This is an optimization exercise on Yosys and OpenROAD, whose aim is small area, a short achievable clock period and few clock cycles, not a production implementation. Function was checked by simulation only, so behaviour that the tests miss may differ from the original.

==> flow/design.v (outline; a module is shown in full before it is edited, if it fits) <==
// module gcn_sequencer: 27 lines
// module gcn_adjacency: 29 lines
// module gcn_aggregate: 395 lines
// module gcn_transform: 21 lines
// module gcn_mac: 134 lines
// module gcn_fa: 10 lines
// module gcn_ha: 9 lines
// module gcn_argmax: 46 lines
// module gcn_top: 65 lines
module gcn_top (
    input  logic                                      clk,
    input  logic                                      rst_n,
    input  logic                                      start,
    input  logic [6-1:0][3-1:0]    edge_src,
    input  logic [6-1:0][3-1:0]    edge_dst,
    input  logic [6-1:0][5-1:0]    feat_col,
    input  logic [3-1:0][5-1:0]  weight_row,
    output logic                                      feat_re,
    output logic [4-1:0]                    feat_addr,
    output logic [6-1:0][2-1:0]   y,
    output logic                                      done
);
  // ...
==> flow/run.sh <==
#!/bin/bash
# synth_recipe.tcl (not shown) runs the flow's synth.tcl, then flattens the netlist and writes it again
# the make line also repeats each setting of config.mk as NAME=value (left out here)
make -C /OpenROAD-flow-scripts/flow DESIGN_CONFIG=/design/flow/config.mk WORK_HOME=/design/flow/orfs CLKGATE_MAP_FILE= SYNTH_SCRIPT=/design/flow/synth_recipe.tcl finish
==> flow/config.mk <==
export PLATFORM = sky130hd
export DESIGN_NAME = gcn_top
export DESIGN_NICKNAME = gcn_top
export VERILOG_FILES = /design/flow/design.v
export SDC_FILE = /design/flow/constraint.sdc
export NUM_CORES = 4
export LEC_CHECK = 0
export CAP_MARGIN = 20
export CORE_MARGIN = 2
export CORE_UTILIZATION = 40
export SETUP_SLACK_MARGIN = 3.6
export SLEW_MARGIN = 20
export SYNTH_HIERARCHICAL = 1
==> flow/constraint.sdc <==
create_clock -name core_clock -period 7.5 [get_ports {clk}]
set_input_delay 1.5000 -clock core_clock [delete_from_list [all_inputs] [get_ports {clk}]]
set_output_delay 1.5000 -clock core_clock [all_outputs]
set_load 0.01 [all_outputs]
==> results by group, run 1 <==
Critical path
  • Logic depth of the worst register-to-register path: 13
  • Worst path top cell family by delay: adder cells
  • Worst setup EP type: flip-flop
  • Data arrival time of the critical path: about 4.3 ns
  • Setup crit start: i_agg.wdiff[9]
  • Endpoint of the lowest-slack register-to-register path: i_xfm.g_node[1].g_cls[2].u_mac.acc[10]

Finish
  • Final #Nets: 5229
  • Final design instance area without fill: ~45000 µm²
  • Number of filler instances in the final layout: 9748
  • Multi-input combinational area share: around 70%
  • Inserted Diodes: 2
  • Flip-flop and latch area: approximately 8500 µm²
  • Final core utilization: 44.4%

Global route
  • Total congestion overflow after global routing: 0
  • Number of global-route vias before repair: 30746
  • Total global routing track utilization: 19.8%

CTS
  • Number of buffers inserted for hold repair after clock tree synthesis: 0
  • Post-CTS Resized: 5
  • Clock buffers created by TritonCTS: 52

Timing
  • Share of the cycle needed by the critical path after routing: 49.7%
  • RSZ-0062 raised after global routing: false
  • Worst rel slew slack: 30.9%
  • Worst-case clock skew: 0.0359 ns

Floorplan
  • Boundary Pins: 102
  • DIE AREA: 105000 µm²
  • Die Y: 325 µm

Logic synthesis
  • Mapped cell area: a little over 40000 µm²
  • Net count after synthesis: roughly 5200

Outcome
  • Result of the run: complete, no violations

Placed design
  • Hpwl dp: 78300 µm

Routing
  • Uppermost layer routed: met4
Testbench counts, summed over its fixed seeds: cycles 8,064.
==> run 2: changes to the inputs <==
--- a/flow/config.mk
+++ b/flow/config.mk
@@ -10,3 +10,3 @@
 export CORE_UTILIZATION = 40
-export SETUP_SLACK_MARGIN = 3.6
+export SETUP_SLACK_MARGIN = 4.3
 export SLEW_MARGIN = 20
==> run 2 against run 1 <==
Die area unchanged. Critical endpoint unchanged. Synthesized area unchanged. Flip-flop and latch count unchanged. Cell count grew 3.0%. Sequential share of layout area fell by 1.5 points. Core utilization up 4.6 points. Hold slack hardly changed. Critical path depth unchanged. Via count increased by 5.2%. Setup slack improved by 0.27 ns. Highest routed layer is now met5. Largest cell class unchanged.
==> results by group, run 2 <==
Outcome
  • Result of the run: complete, no violations

CTS
  • Number of buffers inserted for hold repair after clock tree synthesis: 0 (unchanged)
  • Clock tree from TritonCTS: done
  • Clock buffers created by TritonCTS: 52 (unchanged)
  • Maximum clock path buffer count: 3
  • Number of levels in the clock H-tree: 2
  • Clock latency reported for the late side of the worst-skew pair: around 0.66 ns
  • Clock Pin Slew Worst Setup and Hold Paths: around 0.06 ns
  • Sinks on the clock net: 405
  • Root buffer cell: clkbuf_16

Finish
  • Most used cells in the layout excluding fill and tap cells: ha_1, xnor2_1, dfxtp_1
  • Layout Area Growth over Synthesis: 21.3%
  • Flip-flop and latch area: 8650 µm² (+1.6%)
  • Number of filler instances in the final layout: 9324 (-4.3%)
  • Most common library cell in the layout ignoring fill and taps: ha_1
  • Share of cells above drive strength 1: between 20% and 30%
  • Biggest regs: i_xfm.g_node.g_cls.u_mac.acc: 216 flops, i_agg.agg_sum: 48 flops, i_agg.xr: 30 flops
  • Reg with most FFs: i_xfm.g_node.g_cls.u_mac.acc
  • Max FFs per register: 216
  • Multi-input combinational cell area: 33600 µm²
  • Final #Nets: 5400 (+3.3%)

Timing
  • Endpoints failing hold: 0
  • Setup Viol. Count Final: 0
  • TNS Setup: 0 ns
  • RSZ-0062 raised after global routing: true
  • Worst-case clock skew: 0.0422 ns (+0.00631 ns)
  • Worst rel slew slack: 41.5% (+11 points)
  • Maximum achievable frequency: around 290 MHz
  • Slew @ Worst Pin: between 0.8 and 0.9 ns
  • Clock period minus final worst setup slack: 3.46 ns
  • Share of the cycle needed by the critical path after routing: 46.1% (-3.6 points)
  • Least setup slack across all paths after layout: 4.04 ns
  • Number of pins with negative max-slew slack in the final report: 0

Floorplan
  • Placeable Area: 102000 µm²
  • Number of standard-cell rows in the floorplan: 117
  • Boundary Pins: 102 (unchanged)
  • Effective utilization at floorplan: 40.4%
  • DIE AREA: 105000 µm² (unchanged)
  • Chip width: 325 µm
  • Die Y: 325 µm (unchanged)

Logic synthesis
  • Net count after synthesis: 5242 (unchanged)
  • Synthesized instance count: 4193
  • Warning count from the yosys run: 11
  • Post-synthesis area per instance: ~9.8 µm²
  • Mapped cell area: 41100 µm² (unchanged)

Routing
  • Initial detailed-routing violation count: about 2400
  • Average wire length per cell after detail routing: 22.3 µm
  • Detailed-route wire length: 128000 µm
  • Detailed Routing Iterations Pass 1: 7
  • Post-detailed-route count of antenna-violating nets: 0
  • Vias per inst: between 5 and 6
  • Drc violations: 0
  • Detailed-route via count: about 32000

Global route
  • Initial antenna violation count: 3
  • Total global routing track utilization: 22.1% (+2.3 points)
  • Maximum number of pins on one net before global-route repair: 49
  • Global-route wire length before repair: 185000 µm
  • Number of global-route vias before repair: 32186 (+4.7%)
  • Total congestion overflow after global routing: 0 (unchanged)

Placed design
  • Hpwl dp: 79900 µm (+2.1%)
  • Number of buffers added on ports: 100
  • Worst slack at placement: approximately 3.5 ns
  • Gp weighted congestion: between 0.9 and 1

Critical path
  • Highest net fanout along the worst path: 6
  • Worst setup EP type: flip-flop
  • Data arrival time of the critical path: 4.02 ns (-0.27 ns)
  • WP data required: 8.07 ns
  • Kind of launch point of the worst setup path: flip-flop
  • Crit path kind: flip-flop to flip-flop
  • R2r setup slk: 4.04 ns

Hold path
  • Class of the most critical hold timing path: flip-flop to flip-flop

Flow run
  • # Max-Cap Violations: 0
==> run 2: through the flow <==
step                instance area (µm²)  hold slack [ns]  instances  util (%)
floorplan                         41100            0.310       4193         -
global route                      49900            0.330       5760      49.0
global placement                  43100            0.312       5489      42.3
CTS                               47200            0.327       5692      46.4
detailed placement                43100            0.314       5489      42.3
finish                            49900            0.323       5761      49.0
==> run 2: layer usage <==
layer	routed length (µm)	part of all wire [%]	up-vias	global-route usage, %
met4	6170	4.8	2	7.29
met5	12	0.0094	-	0
li1	-	-	15006	-
met3	8950	7.0	258	3.36
met2	56800	44	1024	35.3
met1	56300	44	15690	30.5
==> run 2: what timing repair did <==
| action | CTS | global route |
|---|---|---|
| pin swaps | 135 | 277 |
| setup buffers | 93 | 50 |
| setup endpoints to repair | 209 | 168 |
| cloned | 15 | 18 |
| resized for setup | 319 | 387 |
| endpoints found under the hold margin | 0 | 0 |
==> run 2: area by class of cell <==
type / count / area share [%]
antenna: 1 / 0.00502
clock buffer: 73 / 3.08
clock inverter: 22 / 0.389
inverter: 151 / 1.14
multi-input combinational: 3446 / 67.3
sequential: 405 / 17.3
tap: 1368 / 3.43
timing repair buffer: 295 / 7.28
==> run 2: final timing paths <==
kind / from / end / cells past startpoint
max in group asynchronous: rst_n / i_seq.cnt[2] / 1
min: i_agg.wd_r[4] / i_agg.wdiff[4] / 0
min in group asynchronous: rst_n / i_seq.cnt[1] / 1
max: i_agg.wdiff[10] / i_xfm.g_node[1].g_cls[2].u_mac.acc[10] / 13
max reg2reg: i_agg.wdiff[10] / i_xfm.g_node[1].g_cls[2].u_mac.acc[10] / 13
min reg2reg: i_agg.wd_r[4] / i_agg.wdiff[4] / 0
==> run 2: critical path, cell delays in order (launching register included) <==
cell and delay (ns):
dfxtp_4 0.43, buf_12 0.19, a22oi_2 0.08, xnor2_1 0.17, ha_2 0.20, fa_1 0.56
fa_1 0.43, ha_1 0.29, ha_2 0.17, o211ai_1 0.29, nand2_1 0.12, ha_2 0.20
nor2_2 0.09, xnor2_1 0.14
==> run 3: changes to the inputs <==
--- a/flow/config.mk
+++ b/flow/config.mk
@@ -10,3 +10,3 @@
 export CORE_UTILIZATION = 40
-export SETUP_SLACK_MARGIN = 4.3
+export SETUP_SLACK_MARGIN = 4.0
 export SLEW_MARGIN = 20
==> run 3 against run 2 <==
Setup slack lost 0.013 ns. Global-route usage shrank 2.0 points. First-iteration DRC count shrank 4.8%. Largest cell class unchanged. Routed wire length shrank 9.1%.
==> results by group, run 3 <==
Floorplan
  • Effective utilization at floorplan: 40.4% (unchanged)
  • Chip width: 325 µm (unchanged)
  • Boundary Pins: 102 (unchanged)
  • Number of standard-cell rows in the floorplan: 117 (unchanged)
  • Placeable Area: 102000 µm² (unchanged)
  • DIE AREA: 105000 µm² (unchanged)
  • Die Y: 325 µm (unchanged)

Finish
  • Final standard cell count with taps included and fillers excluded: 5693 (-1.2%)
  • Layout Area Growth over Synthesis: 13.9%
  • Most common library cell in the layout ignoring fill and taps: ha_1
  • Biggest regs: i_xfm.g_node.g_cls.u_mac.acc: 216 flops, i_agg.agg_sum: 48 flops, i_agg.xr: 30 flops
  • Multi-input combinational cell area: 31300 µm² (-6.8%)
  • Final core utilization: 46.0% (-3.0 points)
  • Most used cells in the layout excluding fill and tap cells: ha_1, xnor2_1, fa_1
  • Max FFs per register: 216 (unchanged)
  • Flip-flop and latch area: 8610 µm² (-0.45%)
  • Final #Nets: 5329 (-1.3%)
  • Reg with most FFs: i_xfm.g_node.g_cls.u_mac.acc
  • Final design instance area without fill: 46800 µm² (-6.1%)
  • Share of cells above drive strength 1: 13.8% (-10 points)
  • Number of filler instances in the final layout: 9580 (+2.7%)

Critical path
  • WP data required: 7.88 ns (-0.19 ns)
  • Data arrival time of the critical path: 3.85 ns (-0.17 ns)
  • Highest net fanout along the worst path: 3 (-3)
  • Crit path kind: flip-flop to flip-flop
  • Kind of launch point of the worst setup path: flip-flop
  • Worst setup EP type: flip-flop

Global route
  • Global-route wire length before repair: 172000 µm (-7.2%)
  • Total congestion overflow after global routing: 0 (unchanged)
  • Number of global-route vias before repair: 30950 (-3.8%)
  • Initial antenna violation count: 1 (-2)
  • Maximum number of pins on one net before global-route repair: 49 (unchanged)
  • Total global routing track utilization: 20.2% (-2.0 points)

Logic synthesis
  • Post-synthesis area per instance: 9.81 µm² (unchanged)
  • Mapped cell area: 41100 µm² (unchanged)
  • Warning count from the yosys run: 11 (unchanged)
  • Synthesized instance count: 4193 (unchanged)
  • Net count after synthesis: 5242 (unchanged)

CTS
  • Number of buffers inserted for hold repair after clock tree synthesis: 0 (unchanged)
  • Sinks on the clock net: 405 (unchanged)
  • Maximum clock path buffer count: 3 (unchanged)
  • Root buffer cell: clkbuf_16
  • Clock buffers created by TritonCTS: 52 (unchanged)
  • Number of levels in the clock H-tree: 2 (unchanged)
  • Clock Pin Slew Worst Setup and Hold Paths: 0.07 ns (about the same)
  • Clock tree from TritonCTS: done
  • Clock latency reported for the late side of the worst-skew pair: 0.66 ns (about the same)

Routing
  • Drc violations: 0 (unchanged)
  • Initial detailed-routing violation count: 2309 (-4.8%)
  • Post-detailed-route count of antenna-violating nets: 0 (unchanged)
  • Detailed-route wire length: 117000 µm (-9.1%)
  • Detailed-route via count: 31323 (-2.1%)
  • Vias per inst: 5.50 (-0.88%)
  • Detailed Routing Iterations Pass 1: 5 (-2)
  • Average wire length per cell after detail routing: 20.5 µm (-8.0%)

Placed design
  • Gp weighted congestion: 1.01 (+8.5%)
  • Number of buffers added on ports: 100 (unchanged)
  • Area after DPL: 43100 µm² (about the same)
  • Hpwl dp: 78300 µm (-2.1%)
  • Cells after DPL: 5490 (+0.018%)

Timing
  • RSZ-0062 raised after global routing: true
  • Clock period minus final worst setup slack: 3.47 ns (+0.0128 ns)
  • Share of the cycle needed by the critical path after routing: 46.2% (+0.17 points)
  • Worst rel slew slack: 31.2% (-10 points)
  • Number of pins with negative max-slew slack in the final report: 0 (unchanged)
  • Worst-case clock skew: 0.0379 ns (-0.00429 ns)
  • Maximum achievable frequency: 288 MHz (-0.37%)
  • Setup Viol. Count Final: 0 (unchanged)
  • Endpoints failing hold: 0 (unchanged)
  • Slew @ Worst Pin: 1.03 ns (+0.154 ns)
  • TNS Setup: 0 ns (unchanged)

Flow run
  • # Max-Cap Violations: 0 (unchanged)

Outcome
  • Result of the run: complete, no violations

Hold path
  • Class of the most critical hold timing path: flip-flop to flip-flop
## run 3: metrics by stage
step                hold slack (ns)  setup WS [ns]
floorplan                     0.310           4.26
detailed placement            0.314           3.46
global route                  0.333           3.92
finish                        0.322           4.03
global placement              0.311           3.53
CTS                           0.323           4.00
## run 3: what timing repair did
action | in CTS | in global routing
cloned | 0 | 19
endpoints found under the setup margin | 131 | 76
resized for setup | 48 | 133
buffers inserted | 19 | 66
pin swaps | 0 | 38
## run 3: layout make-up
cell class | instances | share of cell area, %
Sequential cell | 405 | 18.4
Timing Repair Buffer | 224 | 5.66
Multi-Input combinational cell | 3446 | 66.9
Tap cell | 1368 | 3.65
Clock buffer | 74 | 3.42
Clock inverter | 24 | 0.801
Antenna cell | 1 | 0.00534
Inverter | 151 | 1.21
## run 3: worst paths after layout
check                                  to                                  start  depth (start not counted)  slack, ns
setup / recovery            i_argmax.y[5]  i_xfm.g_node[2].g_cls[1].u_mac.acc[6]                         14       4.03
hold / removal             i_agg.wdiff[5]                          i_agg.wd_r[5]                          0       0.32
setup reg to reg            i_argmax.y[5]  i_xfm.g_node[2].g_cls[1].u_mac.acc[6]                         14       4.03
hold reg to reg            i_agg.wdiff[5]                          i_agg.wd_r[5]                          0       0.32
max in group asynchronous    i_seq.cnt[4]                                  rst_n                          1       6.17
min in group asynchronous   i_argmax.done                                  rst_n                          1       1.11
## run 3: critical path, cell delays in order, from the launching register on
cell	delay, ns
dfxtp_1	0.32
ha_1	0.23
ha_2	0.20
and3_1	0.18
fa_1	0.38
and3_1	0.18
nand3_1	0.13
xor2_2	0.18
inv_1	0.09
ha_1	0.32
nand4_1	0.18
nor2_2	0.22
nand4_1	0.19
mux2_2	0.32
o21a_1	0.12
## run 3: metal layers
metal	vias to the layer above	part of all wire [%]	track usage (%)
li1	14832	-	-
met1	15271	47	28.6
met2	997	44	31.7
met3	223	6.5	3.08
met4	0	3.3	5.48
met5	-	0	0

## static timing again, ports no longer ideal
No port has a modelled driver above. Below, the same layouts with a new extraction and two added sets of constraints. Step 1 assumes that a clkbuf_16 drives the clock port and a buf_2 every other input. Step 2 also shifts input and output timing later by t, the mid clock arrival at the registers, as if the neighbouring blocks saw the same clock. a / b / c = no drivers / after step 1 / after step 2; a / b = the first two.
run | t, ns | slack for setup (ns) | worst slew at a driven data input, ns
run 1 | 0.701 | 3.776 / 3.776 / 3.606 | 0.06
run 2 | 0.708 | 4.044 / 4.044 / 3.722 | 0.08
run 3 | 0.706 | 4.032 / 4.032 / 3.681 | 0.06
After both steps every run listed still meets setup and hold. For run 3, which loses most, drivers alone change the setup slack by 0.000 ns; drivers and shift together by -0.351 ns.
